From an optimization exercise on the open Yosys and OpenROAD flow, aimed at small area, a short achievable clock period and few clock cycles; shortcuts taken in it are not production practice.
RTL that was checked went through simulation tests only; none was proved equivalent to the original.
Function not checked in run 3: the RTL went through the layout flow alone.
The clock input has no modelled driver; a real chip could not lean on it and would need a root buffer or a full tree.
No activity file was given, so power comes from the tool's default toggle rates.

## flow/flow/run.sh

```bash
#!/bin/bash
# The standard layout, with plain buffers (not delay cells) on the
# ports, no dummy loads in the clock tree, and a clock tree of two levels:
# after clock tree synthesis the buffers of the H-tree's branch level are
# taken out, so the root buffer drives the leaf buffers directly; every
# register's clock keeps going through the same number of buffers.
set -euo pipefail
PORTS="BUFFER_PORTS_ARGS=-buffer_cell sky130_fd_sc_hd__buf_1"
CTS="CTS_ARGS=-sink_clustering_enable -repair_clock_nets -sink_clustering_size 30 -sink_clustering_max_diameter 100 -buf_list {sky130_fd_sc_hd__clkbuf_8 sky130_fd_sc_hd__clkbuf_16} -dont_use_dummy_load"
bash standard.sh "$PORTS" "$CTS" cts > standard_cts.log 2>&1
openroad -no_init -exit flow/flatten_clock_tree.tcl > flatten_clock_tree.log 2>&1
bash standard.sh "$PORTS" "$CTS" finish > standard_finish.log 2>&1
```

## flow/flow/flatten_clock_tree.tcl

```tcl
# Takes the branch-level buffers (clkbuf_1_*, clkbuf_2_*, ...) out of the
# clock tree: each one's loads move to the net that drives it. The root
# buffer (clkbuf_0_*) and the leaf buffers stay.
set odb orfs/results/sky130hd/friet_stream_top/base/4_cts.odb
read_db $odb
set block [ord::get_db_block]
set n 0
foreach inst [$block getInsts] {
  set name [$inst getName]
  if {[regexp {^clkbuf_[1-9][0-9]*_} $name]} {
    set in_it [$inst findITerm A]
    set out_it [$inst findITerm X]
    set in_net [$in_it getNet]
    set out_net [$out_it getNet]
    foreach it [$out_net getITerms] {
      if {[$it getInst] ne $inst} {
        $it disconnect
        $it connect $in_net
      }
    }
    $in_it disconnect
    $out_it disconnect
    odb::dbInst_destroy $inst
    odb::dbNet_destroy $out_net
    incr n
  }
}
puts "removed $n branch-level clock buffers"
write_db $odb
```

## flow/standard.sh

```bash
#!/bin/bash
# synth_recipe.tcl (not shown) runs the flow's synth.tcl, then flattens the netlist and writes it again
# the make line also repeats each setting of config.mk as NAME=value (left out here)
make -C /OpenROAD-flow-scripts/flow DESIGN_CONFIG=/design/flow/config.mk WORK_HOME=/design/flow/orfs CLKGATE_MAP_FILE= SYNTH_SCRIPT=/design/flow/synth_recipe.tcl "${@:-finish}"
```

## flow/config.mk

```make
export PLATFORM = sky130hd
export DESIGN_NAME = friet_stream_top
export DESIGN_NICKNAME = friet_stream_top
export VERILOG_FILES = /design/flow/design.v
export SDC_FILE = /design/flow/constraint.sdc
export NUM_CORES = 4
export LEC_CHECK = 0
export ABC_AREA = 1
export CAP_MARGIN = 20
export CORE_MARGIN = 2
export CORE_UTILIZATION = 40
export CTS_BUF_LIST = sky130_fd_sc_hd__clkbuf_8 sky130_fd_sc_hd__clkbuf_16
export CTS_CLUSTER_DIAMETER = 100
export CTS_CLUSTER_SIZE = 30
export SETUP_SLACK_MARGIN = 3.95
export SLEW_MARGIN = 20
```

## flow/constraint.sdc

```tcl
create_clock -name core_clock -period 6.0 [get_ports {clk}]
set_input_delay 1.2000 -clock core_clock [delete_from_list [all_inputs] [get_ports {clk}]]
set_output_delay 1.2000 -clock core_clock [all_outputs]
set_load 0.01 [all_outputs]
```

## flow/design.v

```verilog
`default_nettype none
package friet_pkg;
    parameter int block_width = 128;
    parameter int lane_width = 32;
    typedef logic [block_width-1:0] block_t;
    typedef enum logic [3:0] {
        inst_load_key = 4'd1,
        inst_encrypt  = 4'd2,
        inst_decrypt  = 4'd3,
        inst_tag      = 4'd4,
        inst_verify   = 4'd5
    } inst_t;
    typedef enum logic [1:0] {
        core_load    = 2'd0,
        core_encrypt = 2'd1,
        core_decrypt = 2'd2,
        core_squeeze = 2'd3
    } core_oper_t;
    parameter logic [2:0] verdict_fixed_bits = 3'b111;
endpackage
`default_nettype wire
`timescale 1ns/10ps
`default_nettype none
module friet_stream_top #(
    parameter int DIN_DOUT_WIDTH = 32
) (
    input  wire                        clk,
    input  wire                        reg_compare_tag_rst,
    input  wire friet_pkg::inst_t      inst,
    input  wire                        inst_valid,
    output logic                       inst_ready,
    input  wire [DIN_DOUT_WIDTH-1:0]   din,
    input  wire                        din_last,
    input  wire                        din_valid,
    output logic                       din_ready,
    output logic [DIN_DOUT_WIDTH-1:0]  dout,
    output logic                       dout_last,
    output logic                       dout_valid,
    input  wire                        dout_ready
);
    localparam int W = DIN_DOUT_WIDTH;
    localparam int LD = 0;
    localparam int EN = 1;
    localparam int DE = 2;
    localparam int TG = 3;
    localparam int VF = 4;
    logic [W-1:0] lane [0:3];
    logic [3:0] p, p_n;          
    logic [3:0] rsel, rsel_n;    
    logic [1:0] wcnt, wcnt_n;
    logic zero, zero_n;          
    logic [4:0] op, op_n;        
    logic [3:0] pend, pend_n;    
    logic [4:0] dec, pdec;
    logic known;
    logic iready, iready_n;
    logic vlast, vlast_n;        
    logic [3:0] diff;            
    logic [W-1:0] o0_d, o1_d;
    logic o0_l, o1_l;
    logic o0_v, o0_v_n;
    logic o1_v, o1_v_n;
    logic drdy, drdy_n;          
    logic qstep, qstep_n;        
    logic dmask, dmask_n;        
    logic [3:0] wep, wep_n;      
    logic [W-1:0] rd;
    logic [W-1:0] x;
    logic [W-1:0] res;
    logic res_l;
    logic [W-1:0] wdata;
    logic step;
    logic enq;
    logic deq;
    logic fin;
    logic free;
    logic blk_end;
    logic wr;
    logic inst_hs;
    always_comb begin
        rd = '0;
        for (int i = 0; i < 4; i++) begin
            rd = rd | (lane[i] & {W{rsel[i]}});
        end
    end
    assign x = rd ^ (din & {W{dmask}});
    assign res = x | {{(W-4){1'b0}}, {3{vlast}}, vlast & (|diff)};
    assign res_l = vlast | (op[TG] & (wcnt == 2'd3)) | ((op[EN] | op[DE]) & din_last);
    assign wdata = op[EN] ? x : din;
    assign inst_ready = iready;
    assign din_ready = drdy;
    assign dout = o0_d;
    assign dout_last = o0_l;
    assign dout_valid = o0_v;
    assign step = qstep | (din_valid & drdy);
    assign enq = step & (op[EN] | op[DE] | op[TG] | vlast);
    assign deq = o0_v & dout_ready;
    assign blk_end = step & (wcnt == 2'd3);
    assign fin = vlast ? step : (op[TG] ? blk_end : (step & ~op[VF] & din_last));
    assign free = ~(|op) | fin;
    assign wr = op[LD] | op[EN] | op[DE];
    assign inst_hs = inst_valid & iready;
    always_comb begin
        dec = '0;
        case (inst)
            friet_pkg::inst_load_key: dec[LD] = 1'b1;
            friet_pkg::inst_encrypt:  dec[EN] = 1'b1;
            friet_pkg::inst_decrypt:  dec[DE] = 1'b1;
            friet_pkg::inst_tag:      dec[TG] = 1'b1;
            friet_pkg::inst_verify:   dec[VF] = 1'b1;
            default:                  dec = '0;
        endcase
    end
    always_comb begin
        pdec = '0;
        case (pend)
            friet_pkg::inst_load_key: pdec[LD] = 1'b1;
            friet_pkg::inst_encrypt:  pdec[EN] = 1'b1;
            friet_pkg::inst_decrypt:  pdec[DE] = 1'b1;
            friet_pkg::inst_tag:      pdec[TG] = 1'b1;
            default:                  pdec[VF] = 1'b1;
        endcase
    end
    assign known = |dec;
    always_comb begin
        op_n = op;
        pend_n = pend;
        iready_n = iready;
        if (free) begin
            iready_n = 1'b1;
            if (!iready) op_n = pdec;
            else if (inst_hs) op_n = dec;
            else op_n = '0;
        end else if (inst_hs) begin
            iready_n = ~known;
        end
        if (iready) pend_n = inst;
        p_n = p;
        wcnt_n = wcnt;
        zero_n = zero;
        vlast_n = vlast;
        if (step && !vlast) begin
            wcnt_n = wcnt + 2'd1;
            if (blk_end && (op[EN] || op[DE])) p_n = {p[1:0], p[3:2]};
            else p_n = {p[2:0], p[3]};
            if (blk_end && wr) zero_n = 1'b0;
            if (blk_end && op[VF]) vlast_n = 1'b1;
        end
        if (step && vlast) vlast_n = 1'b0;
        if (deq) o0_v_n = o1_v | enq;
        else o0_v_n = o0_v | enq;
        o1_v_n = o1_v ? ~deq : (enq & o0_v & ~deq);
        if (reg_compare_tag_rst) begin
            op_n = '0;
            iready_n = 1'b1;
            p_n = 4'b0001;
            wcnt_n = 2'd0;
            zero_n = 1'b1;
            vlast_n = 1'b0;
            o0_v_n = 1'b0;
            o1_v_n = 1'b0;
        end
        rsel_n = p_n & {4{~(zero_n | vlast_n)}};
        dmask_n = (op_n[EN] | op_n[DE] | op_n[VF]) & ~vlast_n;
        drdy_n = op_n[LD] | (op_n[VF] & ~vlast_n) | ((op_n[EN] | op_n[DE]) & ~o1_v_n);
        qstep_n = (op_n[TG] | vlast_n) & ~o1_v_n;
        wep_n = p_n & {4{drdy_n & (op_n[LD] | op_n[EN] | op_n[DE])}};
    end
    always_ff @(posedge clk) begin
        op <= op_n;
        pend <= pend_n;
        iready <= iready_n;
        p <= p_n;
        wcnt <= wcnt_n;
        zero <= zero_n;
        vlast <= vlast_n;
        o0_v <= o0_v_n;
        o1_v <= o1_v_n;
        rsel <= rsel_n;
        dmask <= dmask_n;
        drdy <= drdy_n;
        qstep <= qstep_n;
        wep <= wep_n;
    end
    always_ff @(posedge clk) begin
        if (step && op[VF] && !vlast) begin
            for (int k = 0; k < 4; k++) begin
                diff[k] <= ((wcnt != 2'd0) & diff[k]) | (|x[8*k +: 8]);
            end
        end
    end
    always_ff @(posedge clk) begin
        for (int i = 0; i < 4; i++) begin
            if (din_valid && wep[i]) lane[i] <= wdata;
        end
    end
    always_ff @(posedge clk) begin
        if (!o0_v || dout_ready) begin
            o0_d <= o1_v ? o1_d : res;
            o0_l <= o1_v ? o1_l : res_l;
        end
        if (!o1_v) begin
            o1_d <= res;
            o1_l <= res_l;
        end
    end
endmodule
`default_nettype wire
```

==> results of run 1 <==
## registers in the layout, summed over array words and instances (netlist names), 2 cells and up
| name | flops |
|---|---|
| wcnt | 2 |
| lane | 128 |
| wep | 4 |
| p | 4 |
| op | 5 |
| diff | 4 |
| o0_d | 32 |
| pend | 4 |
| o1_d | 32 |
| rsel | 4 |
## layer usage
layer / GRT usage (%) / wire, µm / up-vias / share of wire, %
met5: 0 / 0 / - / 0
met4: 5.34 / 374 / 0 / 1.9
met3: 3.50 / 1000 / 18 / 5.1
met2: 27.1 / 9180 / 151 / 47
met1: 23.2 / 9170 / 2679 / 47
li1: - / - / 2809 / -
## final cells by class
type,instances,area (µm²),area share (%)
repair buffers,84,427,4.19
clock buffers,9,225,2.21
inverters,62,256,2.52
repair inverters,4,30.0,0.295
multi-input cells,453,2590,25.4
flip-flops and latches,229,6310,61.9
diodes,1,2.50,0.0245
well taps,285,357,3.50
## logic make-up after synthesis
kind of cell	share of synthesized area, %
DFF	69.1
buffers and inverters	3.91
adders and majority gates	0.276
xor gates and xnor gates	3.09
AOI/OAI and AO/OA	10.6
and+or+nand+nor	13.0
## worst min-delay path: stages (launching register included)
cell                      delay [ps]
sky130_fd_sc_hd__dfxtp_1         320
sky130_fd_sc_hd__nand2_1          60
sky130_fd_sc_hd__nand2_1          50
## power by group through the flow
stage | registers, mW | clock network (mW) | logic, mW
2_1_floorplan | 2.29 | 0 | 0.620
3_3_place_gp | 2.31 | 0 | 0.923
3_5_place_dp | 2.32 | 0 | 0.939
4_1_cts | 2.28 | 0.810 | 0.986
5_1_grt | 2.31 | 0.793 | 1.15
6_report | 2.27 | 0.717 | 1.03
## metrics by stage
step	total power, mW	hold slack (ps)	cell area, µm²
after floorplan	2.91	414	9200
after global placement	3.24	431	9750
after detailed placement	3.26	433	9750
after CTS	4.07	457	10100
after global routing	4.26	482	10200
final	4.02	456	10200
## path summary, 6_finish.rpt
| check | endpoint | cells past startpoint | slack (ps) | start |
|---|---|---|---|---|
| max reg2reg | lane[3][0]$_DFFE_PP_ | 3 | 4060 | op[1]$_DFF_P_ |
| min reg2reg | zero$_DFF_P_ | 2 | 460 | zero$_DFF_P_ |
| max | dout[29] | 1 | 3800 | o0_d[29]$_DFFE_PP_ |
| min | zero$_DFF_P_ | 2 | 460 | zero$_DFF_P_ |
## layout by cell type, fill, tap and decap left out, types with 9 or more instances in the layout
| cell type | netlist | routed |
|---|---|---|
| sky130_fd_sc_hd__nand4_1 | 10 | 10 |
| sky130_fd_sc_hd__a22o_1 | 64 | 64 |
| sky130_fd_sc_hd__nand3_1 | 18 | 15 |
| sky130_fd_sc_hd__clkinvlp_4 | 0 | 9 |
| sky130_fd_sc_hd__inv_1 | 60 | 51 |
| sky130_fd_sc_hd__nand2_1 | 168 | 156 |
| sky130_fd_sc_hd__o21ai_1 | 3 | 17 |
| sky130_fd_sc_hd__nor2_1 | 59 | 56 |
| sky130_fd_sc_hd__nand2_2 | 6 | 11 |
| sky130_fd_sc_hd__edfxtp_1 | 169 | 169 |
| sky130_fd_sc_hd__clkbuf_2 | 0 | 31 |
| sky130_fd_sc_hd__buf_1 | 1 | 42 |
| sky130_fd_sc_hd__clkbuf_16 | 0 | 9 |
| sky130_fd_sc_hd__a21oi_1 | 11 | 11 |
| sky130_fd_sc_hd__dfxtp_1 | 60 | 50 |
| sky130_fd_sc_hd__xor2_1 | 24 | 24 |
| sky130_fd_sc_hd__o21ai_0 | 59 | 45 |
## what timing repair did
| item | CTS | global route |
|---|---|---|
| gates cloned | 4 | 0 |
| pin swaps | 0 | 11 |
| gates resized for setup | 30 | 61 |
| setup buffers | 3 | 2 |
| endpoints found under the setup margin | 285 | 86 |
==> run summary, run 1 <==
- The share of the Yosys chip area taken by registers is around 70%.
- Clock skew on the completed layout was measured at approximately 26 ps.
- Net switching is between 30% and 40% of the power.
- The worst-case headroom to the max-slew limit is 54.0%.
- The biggest fanout along the worst timing path is 1.
- In this run the power density over the cells is between 300 and 400 nW/µm².
- The finished layout holds 1127 standard cells, fillers aside.
- The flow ran to the end and the layout has no timing, DRC or antenna violations.
- The synthesized netlist occupies a cell area of between 9000 and 10000 µm².
- The share of power burned in registers is 56.6%.
- The final max-slew violation count was 0.
- Dividing the final minimum period by the clock period gives between 30% and 40%.
- In the routed layout, each cell is associated on average with a via count of 5.02.
- The data required time of the critical path is 4800 ps.
- The net switching power of the design is 1.30 mW.
- The most instantiated library cell after synthesis is sky130_fd_sc_hd__edfxtp_1.
- The cell accounting for the most synthesized area is sky130_fd_sc_hd__edfxtp_1.
- The congestion estimate from routability-driven global placement came to a little under 0.8.
- Before CTS, the worst setup slack after placement is between 2000 and 3000 ps.
- The maximum vdd ir drop is 0.000347 V.
- The initial antenna violation count is 1.
- The clock-pin slew on the worst setup and hold paths is 110 ps.
- The half-perimeter wire length after detailed placement is roughly 12 mm.
- The worst setup margin is around 3800 ps.
- The share of total power dissipated in combinational logic is between 20% and 30%.
- The number of synthesized flops with an enable pin is approximately 170.
- The signal on the critical path passes through clkbuf_2.
- Counting the fill cells in the layout gives between 2k and 2.5k.
- The synthesis-stage register bit count is between 200 and 250.
- The worst hold path belongs to the class reg -> reg.
- The starting utilization of the core area is between 40% and 50%.
- The most used flip-flop cell after synthesis is sky130_fd_sc_hd__edfxtp_1.
- At the end of the flow the core is filled with cells to 45.4%.
- The total setup violations reported at the end of the flow is 0.
- The total number of nets in the final design is ~890.
- The count of buffers added on input and output ports is 77.
- The kind of capture point of the worst setup path is an output port.
- For this run, the total global-route usage over all layers was measured as around 17%.
- In this run the static leakage power is around 3.7 nW.
- The count of distinct cell types in the synthesized netlist is 33.
- The number of top-level pins is just under 80.
- Synthesis produced a netlist whose cell count is 774.
- Setup repair after global routing could not meet its margin everywhere.
- In the synthesized netlist, the cells that appear most often are sky130_fd_sc_hd__edfxtp_1, sky130_fd_sc_hd__nand2_1, sky130_fd_sc_hd__a22o_1.
- The achievable frequency is 0.455 GHz.
- Internal power comes to ~2.7 mW.
- The total wire length is between 15 and 20 mm.
- The master of the slowest instance on the critical path is sky130_fd_sc_hd__edfxtp_1.
- The row count is 55.
- Cells with a size suffix above 1 make up 13.0% of the layout.
- The clock network is responsible for 17.8% of the overall power.
- The count of nets left with antenna violations once routing finished came out at 0.
- The final critical delay including setup and external delays is 2200 ps.
- Together, buffers and inverters on the worst path number 1.
- The kind of cell with the highest combined delay along the critical path is flip-flops.
- The total vias in the final route is between 5k and 6k.
- Setup total negative slack on the finished layout was measured at 0 ps.
- For this run, the number of Yosys warnings is 2.
- By area the synthesized netlist is led by sky130_fd_sc_hd__edfxtp_1, sky130_fd_sc_hd__dfxtp_1, sky130_fd_sc_hd__nand2_1, sky130_fd_sc_hd__a22o_1, sky130_fd_sc_hd__o21ai_0.
- The startpoint type of the worst setup path is a flop.
- For the pin with the worst max-slew slack, the measured transition is 689 ps.
- The area growth from synthesis to layout is 12.3%.
- The first global-routing pass estimated between 30 and 40 mm of wire.
- The die footprint is 23900 µm².
- The total iterations of the first detailed-routing run is 5.
- Counting flops with an async set or reset pin after synthesis yields a share of 0%.
- The total overflow left after global routing is 0.
- The via count of the first global-routing pass came to roughly 5.4k.
- The area of the placeable core is about 22000 µm².
- Counting every net in the synthesized netlist gives between 800 and 900.
- At the worst endpoint, the arrival time is 1000 ps.
- The clock latency on the worst-skew pair is around 400 ps.
- Hold repair after CTS inserted 0 buffers.
- The critical path's largest stage delay is 440 ps.
- The clock net in this run drives a total of 229 sinks.
- The die span in x is around 150 µm.
- Dividing the detail-routed wire length by the instance count gives 17.5 µm.
- The number of cells in the design after placement is 1108.
- The count of routing violations after the opening detailed-route iteration is ~380.
- The number of hold violations in the final report came to 0.
- The number of max-cap violations is 0.
- The total DRC errors in the routed layout is 0.
- The critical path start-end classification is reg -> out.
- The average footprint of a synthesized cell is roughly 12 µm².
- The die extent in y is 155 µm.
- In this run the biggest area consumer among cell types represents between 50% and 60% of the synthesized area.
- The maximum number of pins on one net before global-route repair is 53.
Testbench counts, summed over its fixed seeds: cycles 15,718.
==> inputs of run 2 (changes only) <==
--- a/flow/config.mk
+++ b/flow/config.mk
@@ -12,5 +12,5 @@
 export CTS_BUF_LIST = sky130_fd_sc_hd__clkbuf_8 sky130_fd_sc_hd__clkbuf_16
 export CTS_CLUSTER_DIAMETER = 100
 export CTS_CLUSTER_SIZE = 30
-export SETUP_SLACK_MARGIN = 3.95
+export SETUP_SLACK_MARGIN = 3.8
 export SLEW_MARGIN = 20
==> run summary, run 2 <==
- The flow ran to the end and the layout has no timing, DRC or antenna violations.
- Routed signal wires occupy layers up through met4.
- The tightest min-delay check is of the reg -> reg type.
- The clock network fraction of design power is 18.1% (+0.3 points).
- The total wire length is 20.1 mm (+1.7%).
- The global-route usage over all layers is 17.3% (+0.38 points).
- The power density relative to cell area is 393 nW/µm² (-0.25%).
- The share of synthesized registers carrying an async set or reset is 0% (unchanged).
- The clock-pin slew on the worst setup and hold paths was 110 ps (about the same).
- The area growth from synthesis to layout is 9.90%.
- The maximum number of pins on one net before global-route repair is 54 (+1.9%).
- The net switching power of the design was 1.27 mW (-2.7%).
- The total clock sinks came to 229 (unchanged).
- The area share of the leading cell type in the synthesized netlist is 55.9% (unchanged).
- The via-per-instance ratio is 5.01 (-0.27%).
- The count of yosys warnings during synthesis is 2 (unchanged).
- In the synthesized netlist the dominant register cell turns out to be sky130_fd_sc_hd__edfxtp_1.
- The number of synthesized flops with an enable pin was 169 (unchanged).
- The initial antenna violation count is 0 (-1).
- The met2 wire length was 9.57 mm (+4.3%).
- The cell accounting for the most synthesized area is sky130_fd_sc_hd__edfxtp_1.
- The critical path's largest stage delay is 400 ps (-40 ps).
- The number of buffers and inverters on the critical path came to 1 (unchanged).
- The post-synthesis sequential area ratio is 69.1% (unchanged).
- The fraction of layout cells with a size suffix above 1 is 7.02% (-5.9 points).
- In the layout the commonest cells are sky130_fd_sc_hd__edfxtp_1, sky130_fd_sc_hd__nand2_1, sky130_fd_sc_hd__buf_1, sky130_fd_sc_hd__a22o_1.
- The achievable frequency is 0.469 GHz (+3.0%).
- The fill cell total of the finished layout is 2114 (+2.7%).
- The number of instances in the synthesized netlist is 774 (unchanged).
- The number of max-cap violations is 0 (unchanged).
- The post-synth net total came to 818 (unchanged).
- The worst hold slack after final layout came to 451 ps (-5.00 ps).
- The total number of nets in the final design is 887 (unchanged).
- Walking the worst path, the cells encountered are buf_1.
- The part of the cycle the worst path needs is 35.6% (-1.0 points).
- The worst setup path is of the reg -> out kind.
- The total standard cell area after synthesis is 9080 µm² (unchanged).
- The core occupancy in the finished layout is 44.5% (-0.96 points).
- The largest registers in the layout are lane: 128 flops, o0_d: 32 flops, o1_d: 32 flops.
- The number of flip-flops under the largest register name is 128 (unchanged).
- The final max-slew violation count is 0 (unchanged).
- The share of power burned in registers is 58.1% (+1.5 points).
- The die footprint came to 23900 µm² (unchanged).
- The internal power consumption is 2.65 mW (-2.2%).
- The total setup violations reported at the end of the flow is 0 (unchanged).
- The standard cell area after detailed placement is 9640 µm² (-1.1%).
- The total negative setup slack is 0 ps (unchanged).
- The final worst clock skew is 26.5 ps (+0.548 ps).
- The kind of capture point of the worst setup path is an output port.
- The area of all placed cells without fillers is 9980 µm² (-2.1%).
- The transition time of the tightest slew-check pin was 938 ps (+249 ps).
- The startpoint type of the worst setup path is a flop.
- The number of top-level pins is 78 (unchanged).
- The final critical delay including setup and external delays was 2130 ps (-63.0 ps).
- Leaving out fill and tap cells, the most frequent cell in the layout is sky130_fd_sc_hd__edfxtp_1.
- The cell type group with the largest total delay on the critical path is flip-flops.
- The via count of the first global-routing pass is 5540 (+2.3%).
- The met1 wire length was 9.04 mm (-1.4%).
- The remaining global-route overflow is 0 (unchanged).
- The net switching share of the total power came to 32.4% (-0.10 points).
- By area the synthesized netlist is led by sky130_fd_sc_hd__edfxtp_1, sky130_fd_sc_hd__dfxtp_1, sky130_fd_sc_hd__nand2_1, sky130_fd_sc_hd__a22o_1, sky130_fd_sc_hd__o21ai_0.
- The biggest fanout along the worst timing path is 8 (+7).
- More flip-flops sit in one register than any other, and that register is lane.
- The average footprint of a synthesized cell is 11.7 µm² (unchanged).
- The static leakage power was 3.61 nW (-3.6%).
- The post-route total power was 3.92 mW (-2.4%).
- The count of routing violations after the opening detailed-route iteration is 495 (+32%).
- The row count is 55 (unchanged).
- The area used by sequential logic in the layout is 6310 µm² (about the same).
- The total vias in the final route is 5637 (-0.35%).
- The data required time of the critical path was 4800 ps (about the same).
- The number of hold violations in the final report is 0 (unchanged).
- The total of buffers placed on input and output ports is 77 (unchanged).
- Setup repair after global routing could not meet its margin everywhere.
- The final weighted congestion of routability-driven global placement is 0.790 (+2.0%).
- The die extent in y came to 155 µm (unchanged).
- The master of the slowest instance on the critical path is sky130_fd_sc_hd__dfxtp_4.
- The total of hold buffers inserted after clock tree synthesis is 0 (unchanged).
- The data arrival at the endpoint of the critical path is 930 ps (-70 ps).
- The half-perimeter wire length after detailed placement is 11.9 mm (+0.48%).
- The synthesis-stage register bit count is 229 (unchanged).
- In the post-synthesis netlist, the cell with the most instances is sky130_fd_sc_hd__edfxtp_1.
- The footprint of the multi-input gates is 2460 µm² (-5.0%).
- The total DRC errors in the routed layout is 0 (unchanged).
- The wire length of the first global-routing pass is 30.9 mm (+0.88%).
- The starting utilization of the core area is 40.5% (unchanged).
- The clock latency on the worst-skew pair was 400 ps (about the same).
- The antenna diode count is 0 (-1).
- The count of distinct cell types in the synthesized netlist is 33 (unchanged).
- Ranked by instance count, the synthesized netlist is headed by sky130_fd_sc_hd__edfxtp_1, sky130_fd_sc_hd__nand2_1, sky130_fd_sc_hd__a22o_1.
- The area of the placeable core came to 22400 µm² (unchanged).
- The maximum vdd ir drop is 0.000276 V (-20%).
- The total iterations of the first detailed-routing run is 4 (-1).
- The die span in x is 155 µm (unchanged).
- The antenna violation net count after detailed routing is 0 (unchanged).
- The length of routed met3 wiring came to 1.05 mm (+4.9%).
- The average wire length per cell after detail routing was 17.8 µm (+1.8%).
- The worst-case headroom to the max-slew limit was 37.2% (-17 points).
- The portion of total power attributed to combinational logic is 23.8% (-1.8 points).
## run 2: stage by stage
| stage | setup slack [ps] | std cells |
|---|---|---|
| final | 3870 | 1126 |
| after detailed placement | 3220 | 1107 |
| after global placement | 3280 | 1107 |
| after floorplan | 3810 | 774 |
| after global routing | 3800 | 1126 |
| after CTS | 3750 | 1123 |
## run 2: worst paths after layout
kind / startpoint / to / slack, ps / depth (start not counted)
setup / recovery: iready$_SDFFE_PP1N_ / inst_ready / 3870 / 1
hold / removal: o1_d[30]$_DFF_P_ / o1_d[30]$_DFF_P_ / 450 / 2
setup reg to reg: op[1]$_DFF_P_ / lane[2][22]$_DFFE_PP_ / 4040 / 3
hold reg to reg: o1_d[30]$_DFF_P_ / o1_d[30]$_DFF_P_ / 450 / 2
## run 2: cell families (layout without fill, tap and decap cells)
group / after synthesis / after routing / share of synthesized area (%)
adders and majority gates: 2 / 2 / 0.276
xor gates and xnor gates: 32 / 32 / 3.09
AOI/OAI and AO/OA: 142 / 142 / 10.6
and+or+nand+nor: 277 / 277 / 13.0
buffers and inverters: 92 / 159 / 3.91
DFF: 229 / 229 / 69.1
## run 2: area by class of cell
type / count / share of cell area [%]
Multi-Input combinational cell: 453 / 24.6
Clock buffer: 9 / 2.26
Inverter: 62 / 2.58
Sequential cell: 229 / 63.2
Tap cell: 285 / 3.57
Timing Repair Buffer: 83 / 3.40
Timing Repair inverter: 5 / 0.351
## run 2: power by group through the flow
stage / logic [mW] / registers [mW] / clock network [mW]
2_1_floorplan: 0.598 / 2.28 / 0
3_3_place_gp: 0.901 / 2.31 / 0
3_5_place_dp: 0.914 / 2.32 / 0
4_1_cts: 0.936 / 2.28 / 0.807
5_1_grt: 1.06 / 2.32 / 0.782
6_report: 0.935 / 2.28 / 0.711
## run 2: routing by layer
metal / GRT usage, % / up-vias
met3: 3.53 / 21
met4: 5.20 / 0
met5: 0 / -
met1: 23.1 / 2657
met2: 28.6 / 152
li1: - / 2807
## run 2: timing repair
item	4_1_cts	5_1_grt
endpoints found under the setup margin	200	57
endpoints found under the hold margin	0	0
pin swaps	0	1
buffers inserted	0	5
gates resized for setup	11	13
cloned	5	0
==> inputs of run 3 (changes only) <==
--- a/flow/design.v
+++ b/flow/design.v
@@ -62,6 +62,9 @@
     logic o1_v, o1_v_n;
     logic drdy, drdy_n;          
     logic qstep, qstep_n;        
+    logic fin_q, fin_q_n;        
+    logic fin_d, fin_d_n;        
+    logic idle, idle_n;          
     logic dmask, dmask_n;        
     logic [3:0] wep, wep_n;      
     logic [W-1:0] rd;
@@ -96,8 +99,8 @@
     assign enq = step & (op[EN] | op[DE] | op[TG] | vlast);
     assign deq = o0_v & dout_ready;
     assign blk_end = step & (wcnt == 2'd3);
-    assign fin = vlast ? step : (op[TG] ? blk_end : (step & ~op[VF] & din_last));
-    assign free = ~(|op) | fin;
+    assign fin = fin_q | (din_valid & din_last & fin_d);
+    assign free = idle | fin;
     assign wr = op[LD] | op[EN] | op[DE];
     assign inst_hs = inst_valid & iready;
     always_comb begin
@@ -164,6 +167,9 @@
         dmask_n = (op_n[EN] | op_n[DE] | op_n[VF]) & ~vlast_n;
         drdy_n = op_n[LD] | (op_n[VF] & ~vlast_n) | ((op_n[EN] | op_n[DE]) & ~o1_v_n);
         qstep_n = (op_n[TG] | vlast_n) & ~o1_v_n;
+        fin_q_n = qstep_n & (vlast_n | (op_n[TG] & (wcnt_n == 2'd3)));
+        fin_d_n = drdy_n & (op_n[LD] | op_n[EN] | op_n[DE]);
+        idle_n = ~(|op_n);
         wep_n = p_n & {4{drdy_n & (op_n[LD] | op_n[EN] | op_n[DE])}};
     end
     always_ff @(posedge clk) begin
@@ -180,6 +186,9 @@
         dmask <= dmask_n;
         drdy <= drdy_n;
         qstep <= qstep_n;
+        fin_q <= fin_q_n;
+        fin_d <= fin_d_n;
+        idle <= idle_n;
         wep <= wep_n;
     end
     always_ff @(posedge clk) begin
==> run summary, run 3 <==
- The run finished with no timing, DRC or antenna violations.
- The most instantiated library cell after synthesis is sky130_fd_sc_hd__nand2_1.
- The share of synthesized registers carrying an async set or reset is 0% (unchanged).
- Walking the worst path, the cells encountered are clkbuf_2.
- The largest registers in the layout are lane: 128 flops, o0_d: 32 flops, o1_d: 32 flops.
- The pre-CTS setup slack came to 3240 ps (+18.5 ps).
- The footprint of the multi-input gates is 2640 µm² (+7.4%).
- The post-route total power is 4.00 mW (+2.0%).
- The number of cells in the design after placement was 1231 (+11%).
- The critical path start-end classification is reg -> out.
- For this run, the leading register cell type out of synthesis is sky130_fd_sc_hd__edfxtp_1.
- The number of top-level pins is 78 (unchanged).
- The cell family contributing the most delay on the critical path is flip-flops.
- The critical path's largest stage delay is 430 ps (+30 ps).
- The synthesis-stage register bit count was 232 (+1.3%).
- The average wire length per cell after detail routing is 15.9 µm (-11%).
- sky130_fd_sc_hd__edfxtp_1 takes more of the synthesized area than any other cell.
- The die footprint is 24700 µm² (+3.1%).
- The half-perimeter wire length after detailed placement came to 12.2 mm (+2.3%).
- The share of power burned in registers is 56.1% (-2.0 points).
- The count of yosys warnings during synthesis was 2 (unchanged).
- The initial antenna violation count is 0 (unchanged).
- The clock network fraction of design power is 17.9% (-0.2 points).
- The area used by sequential logic in the layout is 6350 µm² (+0.65%).
- The data required time of the critical path is 4800 ps (about the same).
- The data arrival at the endpoint of the critical path is 980 ps (+50 ps).
- The net switching share of the total power was 32.3% (-0.089 points).
- The startpoint type of the worst setup path is a flop.
- The standard cell area after detailed placement is 9960 µm² (+3.4%).
- The clock-pin slew on the worst setup and hold paths was 110 ps (about the same).
- The transition time of the tightest slew-check pin is 920 ps (-17.7 ps).
- The final critical delay including setup and external delays was 2180 ps (+49.6 ps).
- The number of cells in the finished layout apart from fillers is 1250 (+11%).
- The net switching power of the design is 1.29 mW (+1.7%).
- The total wire length is 19.9 mm (-0.83%).
- The total setup violations reported at the end of the flow came to 0 (unchanged).
- The area of the placeable core was 22800 µm² (+1.8%).
- The total of buffers placed on input and output ports is 77 (unchanged).
- The total of hold buffers inserted after clock tree synthesis was 0 (unchanged).
- The type of the tightest min-delay check is reg -> reg.
- The final worst clock skew was 17.6 ps (-8.88 ps).
- The total iterations of the first detailed-routing run was 5 (+1).
- The portion of total power attributed to combinational logic is 26.0% (+2.2 points).
- The area of all placed cells without fillers is 10300 µm² (+3.5%).
- The starting utilization of the core area is 41.0% (+0.53 points).
- The number of buffers and inverters on the critical path is 1 (unchanged).
- The total number of nets in the final design was 983 (+11%).
- The maximum vdd ir drop is 0.000202 V (-27%).
- The worst hold slack after final layout is 472 ps (+20.3 ps).
- Setup repair after global routing could not meet its margin everywhere.
- The worst setup margin was 3820 ps (-49.6 ps).
- The post-synthesis sequential area ratio is 67.6% (-1.5 points).
- The number of synthesized flops with an enable pin is 169 (unchanged).
- The die span in x is 157 µm (+1.5%).
- The final max-slew violation count is 0 (unchanged).
- The most frequent standard cell in the layout excluding fill and tap cells is sky130_fd_sc_hd__nand2_1.
- The number of flip-flops under the largest register name is 128 (unchanged).
- The total vias in the final route was 6046 (+7.3%).
- The fill cell total of the finished layout came to 2182 (+3.2%).
- The global-route usage over all layers is 17.0% (-0.32 points).
- The master of the slowest instance on the critical path is sky130_fd_sc_hd__edfxtp_1.
- The clock latency on the worst-skew pair is 400 ps (about the same).
- The wire length of the first global-routing pass is 31.3 mm (+1.3%).
- The area share of the leading cell type in the synthesized netlist was 54.2% (-1.7 points).
- The fraction of layout cells with a size suffix above 1 was 7.90% (+0.88 points).
- The commonest cells after synthesis are sky130_fd_sc_hd__nand2_1, sky130_fd_sc_hd__edfxtp_1, sky130_fd_sc_hd__o21ai_0.
- The maximum number of pins on one net before global-route repair is 64 (+19%).
- The die extent in y is 157 µm (+1.5%).
- The count of routing violations after the opening detailed-route iteration is 408 (-18%).
- The number of max-cap violations was 0 (unchanged).
- The total DRC errors in the routed layout is 0 (unchanged).
- Sorting the synthesized cells by area gives the leading types as sky130_fd_sc_hd__edfxtp_1, sky130_fd_sc_hd__dfxtp_1, sky130_fd_sc_hd__nand2_1, sky130_fd_sc_hd__o21ai_0, sky130_fd_sc_hd__inv_1.
- The antenna violation net count after detailed routing is 0 (unchanged).
- The achievable frequency is 0.458 GHz (-2.3%).
- The static leakage power is 4.04 nW (+12%).
- The biggest fanout along the worst timing path is 1 (-7).
- STA classifies the critical path endpoint as an output port.
- The total standard cell area after synthesis came to 9370 µm² (+3.2%).
- The internal power consumption is 2.71 mW (+2.1%).
- The via count of the first global-routing pass is 5681 (+2.5%).
- The number of instances in the synthesized netlist is 866 (+12%).
- The post-synth net total was 910 (+11%).
- The row count was 55 (unchanged).
- The final weighted congestion of routability-driven global placement was 0.795 (+0.54%).
- The number of hold violations in the final report is 0 (unchanged).
- The power density relative to cell area is 387 nW/µm² (-1.5%).
- The total negative setup slack is 0 ps (unchanged).
- The worst-case headroom to the max-slew limit is 38.4% (+1.2 points).
- Compared with the post-synthesis result, the final layout area differs by 10.3%.
- The average footprint of a synthesized cell came to 10.8 µm² (-7.8%).
- The part of the cycle the worst path needs is 36.4% (+0.83 points).
- The via-per-instance ratio is 4.84 (-3.4%).
- The antenna diode count was 0 (unchanged).
- The core occupancy in the finished layout was 45.2% (+0.75 points).
- The count of distinct cell types in the synthesized netlist is 36 (+9.1%).
- The register containing the most flip-flops in the final layout is lane.
- The total clock sinks came to 232 (+1.3%).
- The remaining global-route overflow is 0 (unchanged).
- In the layout the commonest cells are sky130_fd_sc_hd__nand2_1, sky130_fd_sc_hd__edfxtp_1, sky130_fd_sc_hd__o21ai_0, sky130_fd_sc_hd__buf_1, sky130_fd_sc_hd__dfxtp_1.
-- run 3: power by group through the flow --
stage	Combinational, mW	Sequential (mW)	Clock [mW]
6_report	1.04	2.24	0.716
5_1_grt	1.18	2.28	0.788
4_1_cts	1.03	2.25	0.809
3_5_place_dp	1.01	2.29	0
3_3_place_gp	0.999	2.28	0
2_1_floorplan	0.661	2.31	0
-- run 3: layer usage --
| layer | part of all wire, % | GRT usage (%) | routed length [µm] |
|---|---|---|---|
| met1 | 46 | 22.6 | 9100 |
| met2 | 48 | 28.6 | 9580 |
| met3 | 4.3 | 3.14 | 864 |
| met4 | 1.7 | 4.59 | 334 |
| met5 | 0 | 0 | 0 |
-- run 3: final timing paths --
| path | startpoint | end | slack (ps) | cells past startpoint |
|---|---|---|---|---|
| setup / recovery | o0_l$_DFFE_PP_ | dout_last | 3820 | 1 |
| hold / removal | o1_d[1]$_DFF_P_ | o1_d[1]$_DFF_P_ | 470 | 2 |
| setup reg to reg | rsel[2]$_DFF_P_ | diff[3]$_DFFE_PP_ | 4110 | 8 |
| hold reg to reg | o1_d[1]$_DFF_P_ | o1_d[1]$_DFF_P_ | 470 | 2 |
-- run 3: timing repair --
action / CTS / global route
setup buffers: 0 / 5
endpoints found under the hold margin: 0 / 0
resized for setup: 10 / 5
pin swaps: 0 / 0
gates cloned: 4 / 0
setup endpoints to repair: 136 / 45
-- run 3: final cells by class --
cell class | instances | area share [%]
clock buffer | 9 | 2.18
inverter | 68 | 2.65
multi-input combinational | 536 | 25.6
sequential | 232 | 61.4
tap | 313 | 3.79
timing repair buffer | 88 | 4.09
timing repair inverter | 4 | 0.291
-- run 3: cell families (layout without fill, tap and decap cells) --
group	Yosys count	count (layout)	synth area share (%)
adders and majority gates	2	2	0.267
and+or+nand+nor	382	382	17.5
AOI/OAI and AO/OA	136	136	8.91
DFF	232	232	67.6
buffers and inverters	98	169	4.23
xor gates and xnor gates	16	16	1.50

-- port drivers added, routing unchanged --
How much do the figures lean on ideal ports? The routed layouts below were timed once more, with nothing changed but the port constraints.
Step 1: set_driving_cell puts a clkbuf_16 on clk and a buf_2 on each other input, an assumption about the parent block.
Step 2 adds t to the input delays and takes it off the output delays; t is the mean of the earliest and latest rising clock arrival at the registers after step 1. Input paths then give back, and output paths get back, about the clock's delay inside the block.
a / b / c = no drivers / after step 1 / after step 2; a / b = the first two.
run | t, ns | setup WS [ns] | hold slack, ns | worst setup path after step 2 | clock arrival spread, ns
run 1 | 0.434 | 3.803 / 3.758 / 3.531 | 0.456 / 0.456 / 0.456 | input to register | 0.028 / 0.028
run 2 | 0.427 | 3.866 / 3.820 / 3.509 | 0.451 / 0.451 / 0.451 | input to register | 0.027 / 0.027
run 3 | 0.437 | 3.817 / 3.771 / 3.510 | 0.472 / 0.472 / 0.472 | input to register | 0.017 / 0.018
After both steps every run listed still meets setup and hold. The setup slack of run 2, which loses most, moves by -0.046 ns with the drivers and by -0.357 ns with both steps.
